Context: an optimization exercise on an open-source flow, tuned for small area and a short achievable clock period. The choices shown serve that exercise and are no tape-out recipe. In this exercise RTL edits were held to simulation tests only and were not proved equivalent to the original. Power is estimated from default activity; no workload was simulated.

===== run.sh =====
#!/bin/bash
# synth_recipe.tcl (not shown) runs the flow's synth.tcl, then flattens the netlist and writes it again
# the make line also repeats each setting of config.mk as NAME=value (left out here)
make -C /OpenROAD-flow-scripts/flow DESIGN_CONFIG=/design/flow/config.mk WORK_HOME=/design/flow/orfs CLKGATE_MAP_FILE= SYNTH_SCRIPT=/design/flow/synth_recipe.tcl finish

===== config.mk =====
export PLATFORM = sky130hd
export DESIGN_NAME = periph_top
export DESIGN_NICKNAME = periph_top
export VERILOG_FILES = /design/flow/design.v
export SDC_FILE = /design/flow/constraint.sdc
export NUM_CORES = 4
export LEC_CHECK = 0
export CAP_MARGIN = 20
export CORE_MARGIN = 2
export CORE_UTILIZATION = 40
export SLEW_MARGIN = 20

===== constraint.sdc =====
create_clock -name core_clock -period 5.0 [get_ports {clk}]
set_input_delay 1.0000 -clock core_clock [delete_from_list [all_inputs] [get_ports {clk}]]
set_output_delay 1.0000 -clock core_clock [all_outputs]
set_load 0.01 [all_outputs]

===== design.v =====
package periph_pkg;
    localparam int data_w    = 32;
    localparam int n_lanes   = data_w / 8;
    localparam int cnt_w     = 64;
    localparam int reg_idx_w = 4;
    localparam int n_ext_irq = 8;
    localparam int n_irq     = n_ext_irq + 1;
    localparam int irq_num_w = 4;
    localparam logic [reg_idx_w-1:0] reg_gpio_data   = 4'd0;
    localparam logic [reg_idx_w-1:0] reg_gpio_dir    = 4'd1;
    localparam logic [reg_idx_w-1:0] reg_counter_lo  = 4'd2;
    localparam logic [reg_idx_w-1:0] reg_counter_hi  = 4'd3;
    localparam logic [reg_idx_w-1:0] reg_irq_ctrl    = 4'd4;
    localparam logic [reg_idx_w-1:0] reg_timer_ie    = 4'd5;
    localparam logic [reg_idx_w-1:0] reg_timer_if    = 4'd6;
    localparam logic [reg_idx_w-1:0] reg_timer_value = 4'd7;
    localparam logic [reg_idx_w-1:0] reg_timer_max   = 4'd8;
    localparam logic [reg_idx_w-1:0] reg_irq_number  = 4'd9;
    localparam logic [reg_idx_w-1:0] reg_counter_ld_lo = 4'd10;
    localparam logic [reg_idx_w-1:0] reg_counter_ld_hi = 4'd11;
    typedef struct packed {
        logic                 cyc;
        logic                 stb;
        logic                 we;
        logic [reg_idx_w-1:0] adr;
        logic [n_lanes-1:0]   sel;
        logic [data_w-1:0]    wdata;
    } bus_req_s;
    typedef struct packed {
        logic               gpio_data;
        logic               gpio_dir;
        logic               counter_cmd;
        logic               irq_ctrl;
        logic               timer_ie;
        logic               timer_if_cmd;
        logic               timer_max;
        logic               counter_ld_lo;
        logic               counter_ld_hi;
        logic [n_lanes-1:0] lanes;
    } reg_wr_s;
    typedef struct packed {
        logic [data_w-3:0] rsvd;
        logic              clear;
        logic              sample;
    } counter_cmd_s;
    typedef struct packed {
        logic [data_w-3:0] rsvd;
        logic              reload;
        logic              flag_clr;
    } timer_cmd_s;
    typedef union packed {
        logic [data_w-1:0] word;
        counter_cmd_s      counter;
        timer_cmd_s        timer;
    } cmd_word_u;
    typedef struct packed {
        logic [cnt_w-1:0]  counter_sample;
        logic [data_w-1:0] value;
        logic [data_w-1:0] max;
        logic              flag;
        logic              enable;
    } timer_stat_s;
    typedef struct packed {
        logic                 in_service;
        logic [irq_num_w-1:0] number;
    } irq_stat_s;
    function automatic logic [data_w-1:0] merge_bytes(
        input logic [data_w-1:0]  old_word,
        input logic [data_w-1:0]  new_word,
        input logic [n_lanes-1:0] lanes
    );
        logic [data_w-1:0] result;
        result = old_word;
        for (int b = 0; b < n_lanes; b++) begin
            if (lanes[b]) begin
                result[b*8 +: 8] = new_word[b*8 +: 8];
            end
        end
        merge_bytes = result;
    endfunction
endpackage
`timescale 1ns/100ps
module periph_top (
    input  logic        clk,
    input  logic        rst,
    input  logic        req_cyc,
    input  logic        req_stb,
    input  logic        req_we,
    input  logic [3:0]  req_adr,
    input  logic [3:0]  req_sel,
    input  logic [31:0] req_wdata,
    output logic [31:0] rdata,
    output logic        ack,
    input  logic [31:0] gpio_in,
    output logic [31:0] gpio_out,
    output logic [31:0] gpio_dir,
    input  logic [7:0]  ext_irq,
    input  logic        irq_ack,
    input  logic        irq_exit,
    output logic        cpu_irq
);
    logic wr_en;
    logic w_data, w_dir, w_cnt, w_irq, w_ie, w_if, w_max, w_ldlo, w_ldhi;
    assign wr_en  = req_cyc & req_stb & req_we;
    assign w_data = wr_en & (req_adr == 4'd0);
    assign w_dir  = wr_en & (req_adr == 4'd1);
    assign w_cnt  = wr_en & (req_adr == 4'd2) & req_sel[0];
    assign w_irq  = wr_en & (req_adr == 4'd4) & req_sel[0];
    assign w_ie   = wr_en & (req_adr == 4'd5) & req_sel[0];
    assign w_if   = wr_en & (req_adr == 4'd6) & req_sel[0];
    assign w_max  = wr_en & (req_adr == 4'd8);
    assign w_ldlo = wr_en & (req_adr == 4'd10);
    assign w_ldhi = wr_en & (req_adr == 4'd11);
    logic ack_q;
    logic rst_d;
    always_ff @(posedge clk) begin
        ack_q <= ~rst & req_stb;
        rst_d <= rst;
    end
    assign ack = req_cyc & ack_q;
    logic [63:0] counter;
    logic [63:0] sample;
    logic        clr;
    assign clr = w_cnt & req_wdata[1];
    always_ff @(posedge clk) begin
        if (rst | clr) begin
            counter <= '0;
            sample <= '0;
        end else begin
            if (w_ldlo) begin
                counter[31:0] <= periph_pkg::merge_bytes(counter[31:0], req_wdata, req_sel);
            end else if (w_ldhi) begin
                counter[63:32] <= periph_pkg::merge_bytes(counter[63:32], req_wdata, req_sel);
            end else begin
                counter <= counter + 64'd1;
            end
            if (w_cnt & req_wdata[0]) begin
                sample <= counter;
            end
        end
    end
    logic [31:0] value;
    logic [31:0] max_q;
    logic        flag;
    logic        enable;
    logic        expired;
    logic        timer_irq;
    assign expired = (value == '0);
    always_ff @(posedge clk) begin
        if (rst) begin
            value <= '0;
            max_q <= '0;
            flag <= 1'b0;
            enable <= 1'b0;
        end else begin
            if (w_max) begin
                max_q <= periph_pkg::merge_bytes(max_q, req_wdata, req_sel);
            end
            if (w_ie) begin
                enable <= req_wdata[0];
            end
            if ((w_if & req_wdata[1]) | expired) begin
                value <= max_q;
            end else begin
                value <= value - 32'd1;
            end
            if (w_if & req_wdata[0]) begin
                flag <= 1'b0;
            end else if (expired) begin
                flag <= 1'b1;
            end
        end
    end
    assign timer_irq = flag & enable;
    logic [31:0] data_q;
    logic [31:0] dir_q;
    logic [31:0] dir_s1;
    logic [31:0] in_s;
    logic [31:0] out_s;
    logic [31:0] data_wr;
    logic        rst_any;
    assign data_wr = w_data ? periph_pkg::merge_bytes(data_q, req_wdata, req_sel) : data_q;
    assign rst_any = rst | rst_d;
    always_ff @(posedge clk) begin
        if (rst) begin
            data_q <= '0;
            dir_q <= '0;
        end else begin
            if (w_dir) begin
                dir_q <= periph_pkg::merge_bytes(dir_q, req_wdata, req_sel);
            end
            data_q <= (dir_q & in_s) | (~dir_q & data_wr);
        end
    end
    always_ff @(posedge clk) begin
        dir_s1 <= dir_q;
        in_s <= gpio_in;
        out_s <= data_q;
    end
    always_ff @(posedge clk) begin
        if (rst_any) begin
            gpio_dir <= '0;
            gpio_out <= '0;
        end else begin
            gpio_dir <= dir_s1;
            gpio_out <= (dir_q & gpio_out) | (~dir_q & out_s);
        end
    end
    logic [8:0] sources;
    logic [3:0] pick;
    logic [3:0] number;
    logic       pending;
    logic       req_q;
    logic       in_service;
    assign sources = {timer_irq, ext_irq};
    always_comb begin
        pending = 1'b0;
        pick = '0;
        for (int i = 0; i < 9; i++) begin
            if (sources[i]) begin
                pending = 1'b1;
                pick = 4'(i);
            end
        end
    end
    always_ff @(posedge clk) begin
        if (rst) begin
            req_q <= 1'b0;
            number <= '0;
            in_service <= 1'b0;
        end else begin
            if (irq_ack) begin
                req_q <= 1'b0;
                in_service <= 1'b1;
            end else if (!req_q && !in_service && pending) begin
                req_q <= 1'b1;
                number <= pick;
            end
            if (irq_exit) begin
                in_service <= 1'b0;
            end
            if (w_irq) begin
                in_service <= req_wdata[0];
            end
        end
    end
    assign cpu_irq = req_q & ~in_service & sources[number];
    logic [3:0] adr_q;
    logic       exp_q;
    logic       bit0_q;
    logic [3:0] num_q;
    always_ff @(posedge clk) begin
        adr_q <= req_adr;
        exp_q <= expired;
        bit0_q <= (req_adr[1]) ? flag : in_service;
        num_q <= number;
    end
    always_comb begin
        case (adr_q)
            4'd0: rdata = out_s;
            4'd1: rdata = dir_s1;
            4'd2: rdata = sample[31:0];
            4'd3: rdata = sample[63:32];
            4'd4: rdata = {31'b0, bit0_q};
            4'd5: rdata = {31'b0, enable};
            4'd6: rdata = {31'b0, bit0_q};
            4'd7: rdata = exp_q ? 32'd0 : value + 32'd1;
            4'd8: rdata = max_q;
            4'd9: rdata = {26'b0, num_q, 2'b00};
            default: rdata = '0;
        endcase
    end
endmodule

==> results.txt <==
## worst max-delay path: stages (launching register included)
cell             delay, ps
dfxtp_1                440
ha_1                   240
and4_1                 320
nand4_1                220
nor3_1                 500
nand3_1                160
xor2_1                 160
o21ai_0                220
clkdlybuf4s50_1        600
## how the worst max path moves through the flow
| stage | from | to |
|---|---|---|
| finish | value[0]$_SDFF_PP0_ | rdata[30] |
| detailed placement | ext_irq[3] | cpu_irq |
| global placement | ext_irq[3] | cpu_irq |
| CTS | value[0]$_SDFF_PP0_ | rdata[26] |
| global route | value[0]$_SDFF_PP0_ | rdata[26] |
| floorplan | value[5]$_SDFF_PP0_ | rdata[25] |
## stage by stage
step	power, mW	worst slack (ps)
after global placement	4.68	1080
after global routing	8.66	259
after floorplan	4.34	1880
after detailed placement	4.69	1060
final	8.37	547
after CTS	8.41	500
## cell type report
type / instances / area [µm²] / area share (%)
diodes: 2 / 5.00 / 0.0225
clock buffers: 68 / 1370 / 6.13
clock inverters: 15 / 285 / 1.28
inverters: 9 / 33.8 / 0.152
multi-input cells: 1480 / 9020 / 40.5
flip-flops and latches: 436 / 8730 / 39.2
well taps: 600 / 751 / 3.37
repair buffers: 212 / 2070 / 9.32
## logic make-up after synthesis
| logic type | synth area share, % |
|---|---|
| simple gates | 21.2 |
| compound gates | 15.4 |
| flops | 47.8 |
| buf+inv | 3.35 |
| mux | 9.00 |
| xor+xnor | 2.97 |
| fa+ha+maj | 0.274 |
## synth_stat cells (6+ instances only)
library cell / instances / area share, %
a211oi_1: 48 / 2.0
a21oi_1: 179 / 4.9
a221o_1: 16 / 0.88
a22o_1: 16 / 0.77
a22oi_1: 26 / 1.1
a311oi_1: 15 / 0.72
a31oi_1: 17 / 0.58
and2_1: 47 / 1.6
and3_1: 30 / 1.0
and4_1: 14 / 0.67
clkbuf_1: 134 / 2.8
dfxtp_1: 436 / 48
inv_1: 9 / 0.18
mux2_2: 47 / 2.9
mux2i_1: 107 / 5.9
nand2_1: 275 / 5.6
nand2b_1: 8 / 0.27
nand3_1: 91 / 2.5
nand3b_1: 7 / 0.29
nand4_1: 29 / 0.99
nand4b_1: 6 / 0.29
nor2_1: 205 / 4.2
nor2b_1: 8 / 0.27
nor3_1: 40 / 1.1
nor4_1: 14 / 0.48
o21ai_0: 81 / 2.2
or3_1: 8 / 0.27
xnor2_1: 25 / 1.2
xor2_1: 37 / 1.8
## per-layer routing
layer	share of wire [%]	vias up	GRT usage [%]
met4	2.1	0	7.23
met1	46	7790	35.8
met5	0	-	0
met2	45	503	39.4
met3	6.7	94	4.42
li1	-	7613	-
## power by group through the flow
stage	sequential, mW	clock [mW]	combinational, mW
2_1_floorplan	3.72	0	0.625
3_3_place_gp	3.80	0	0.877
3_5_place_dp	3.80	0	0.882
4_1_cts	3.73	3.80	0.891
5_1_grt	3.75	3.94	0.973
6_report	3.73	3.75	0.894
==> summary.md <==
| Metric | Value |
|---|---|
| Status | finished clean |
| RSZ-0062 raised after global routing | no |
| Avg WL per Cell | 21.4 µm |
| Drt total wl | 60,400 µm |
| Post-synthesis sequential area ratio | 47.8% |
| Final setup viols | 0 |
| Die height | 218 µm |
| Fin cells | 2,822 |
| # hold bufs at CTS | 0 |
| RD Place Congestion | 0.910 |
| Antenna-violating nets left | 0 |
| First-pass GRT wire length | 93,000 µm |
| Die ar. | 47,400 µm² |
| Vias in the first global route | 15,500 |
| Initial antenna violation count | 3 |
| Sw frac | 25.3% |
| Core Util, Final | 49.2% |
| Layout cell share with drive strength beyond 1 | 8.24% |
| EDFF count, synth | 0 |
| Worst-path clk slew | 60 ps |
| Arrival @ worst endpoint | 3450 ps |
| FFs w/ async S/R, synth | 0% |
| DR iter-0 viols | 1,699 |
| WHS Path Cells | 0 |
| Synth Cell Area | 18,300 µm² |
| Final Skew | 9.92 ps |
| Clock tree sinks | 436 |
| Final Max Slew Viols | 0 |
| Buffers on Ports | 184 |
| Final instance area | 22,300 µm² |
| Final Hold Fails | 0 |
| Core area | 45,300 µm² |
| Req. time, crit path | 4000 ps |
| Worst setup SP type | register |
| CTS Root Cell | clkbuf_16 |
| Fill count | 4,324 |
| Commonest non-fill, non-tap cell in the layout | dfxtp_1 |
| Yosys warning count | 1 |
| Min cycle time layout | 4450 ps |
| RR Endpoint | counter[47]$_SDFFE_PP0P_ |
| Post-synth net total | 2,164 |
| Largest net degree at the start of global routing | 83 |
| Hold Path End | out_s[0]$_DFF_P_ |
| Starting Density | 40.4% |
| Placement Cell Area | 20,600 µm² |
| CTS Buffer Depth | 3 |
| Synthesis-stage register bit count | 436 |
| Comb pwr share | 10.7% |
| Worst slew margin | 31.8% |
| Setup_tns | 0 ps |
| WS Path Type | reg2out |
| DRC errors left | 0 |
| Mapped Avg Cell Area | 8.82 µm² |
| Largest fanout on the critical path | 7 |
| Crit end category | output pin |
| Die width | 218 µm |
| P_int | 6.25 mW |
| Max Clk Rate | 225 MHz |
| R2R Path Start | counter[27]$_SDFFE_PP0P_ |
| Final #Nets | 2,276 |
| R2R depth | 6 |
| Slew of the pin with the lowest slew margin | 1020 ps |
| CTS resizes | 0 |
| Synth cell types | 66 |
| H-tree depth | 2 |
| CTS tree | built |
| Net Switching | 2.12 mW |
| Static leakage | 7.68 nW |
| Routed vias/inst | 5.67 |
| Clock power share | 44.7% |
| Pre-Repair DR Iteration Count | 6 |
| Synth Instances | 2,073 |
| Total track usage | 25.3% |
| Area grow syn2layout | 21.8% |
| CTS Buf Count | 46 |
| Placed Instances | 2,737 |
| IO Pins | 185 |
| Max cap viols | 0 |
| P per Cell Area | 376 nW/µm² |
| Most frequent cells in the layout | 436 x dfxtp_1, 275 x nand2_1, 203 x nor2_1 |
| Vias | 16,000 |
| Final hold slack | 342 ps |
| Worst vdd ir | 0.000271 V |
| Post-CTS Setup Inserts | 0 |
| Worst-Skew Late Latency | 580 ps |
| Flop pwr share | 44.6% |
| HP Class | reg2reg |
| Main synth FF type | dfxtp_1 |
| FF-to-FF setup slack | 1910 ps |
| GRT overflow | 0 |
| Crit share post-route | 89.1% |
| # rows | 78 |
| Dpl hpwl | 42,900 µm |

==> afterwards: timing with drivers on the ports <==
The flow's constraints put no driver on any port. The routed layout listed below was extracted and timed again, unchanged, in two steps.
Step 1 (the two cells are an assumption about what drives the block):
set clk [get_ports {clk}]
set_driving_cell -lib_cell sky130_fd_sc_hd__clkbuf_16 $clk
set_driving_cell -lib_cell sky130_fd_sc_hd__buf_2 [delete_from_list [all_inputs] $clk]
Step 2 moves the port delays by t, midway between the first and last clock arrival at a register: inputs arrive t later, outputs are due t later. That takes back most of the time a late clock gives input paths.
Three values: ideal ports, drivers, drivers and shift; two values: the first two.
t (ns): 0.624
setup slack, ns: 0.547 / 0.496 / 1.015
latest minus earliest clock arrival (ns): 0.013 / 0.012
cell pins on the clock port's net: 1
After both steps setup and hold are still met in this run. For this run, drivers alone change the setup slack by -0.051 ns; drivers and shift together by +0.468 ns.
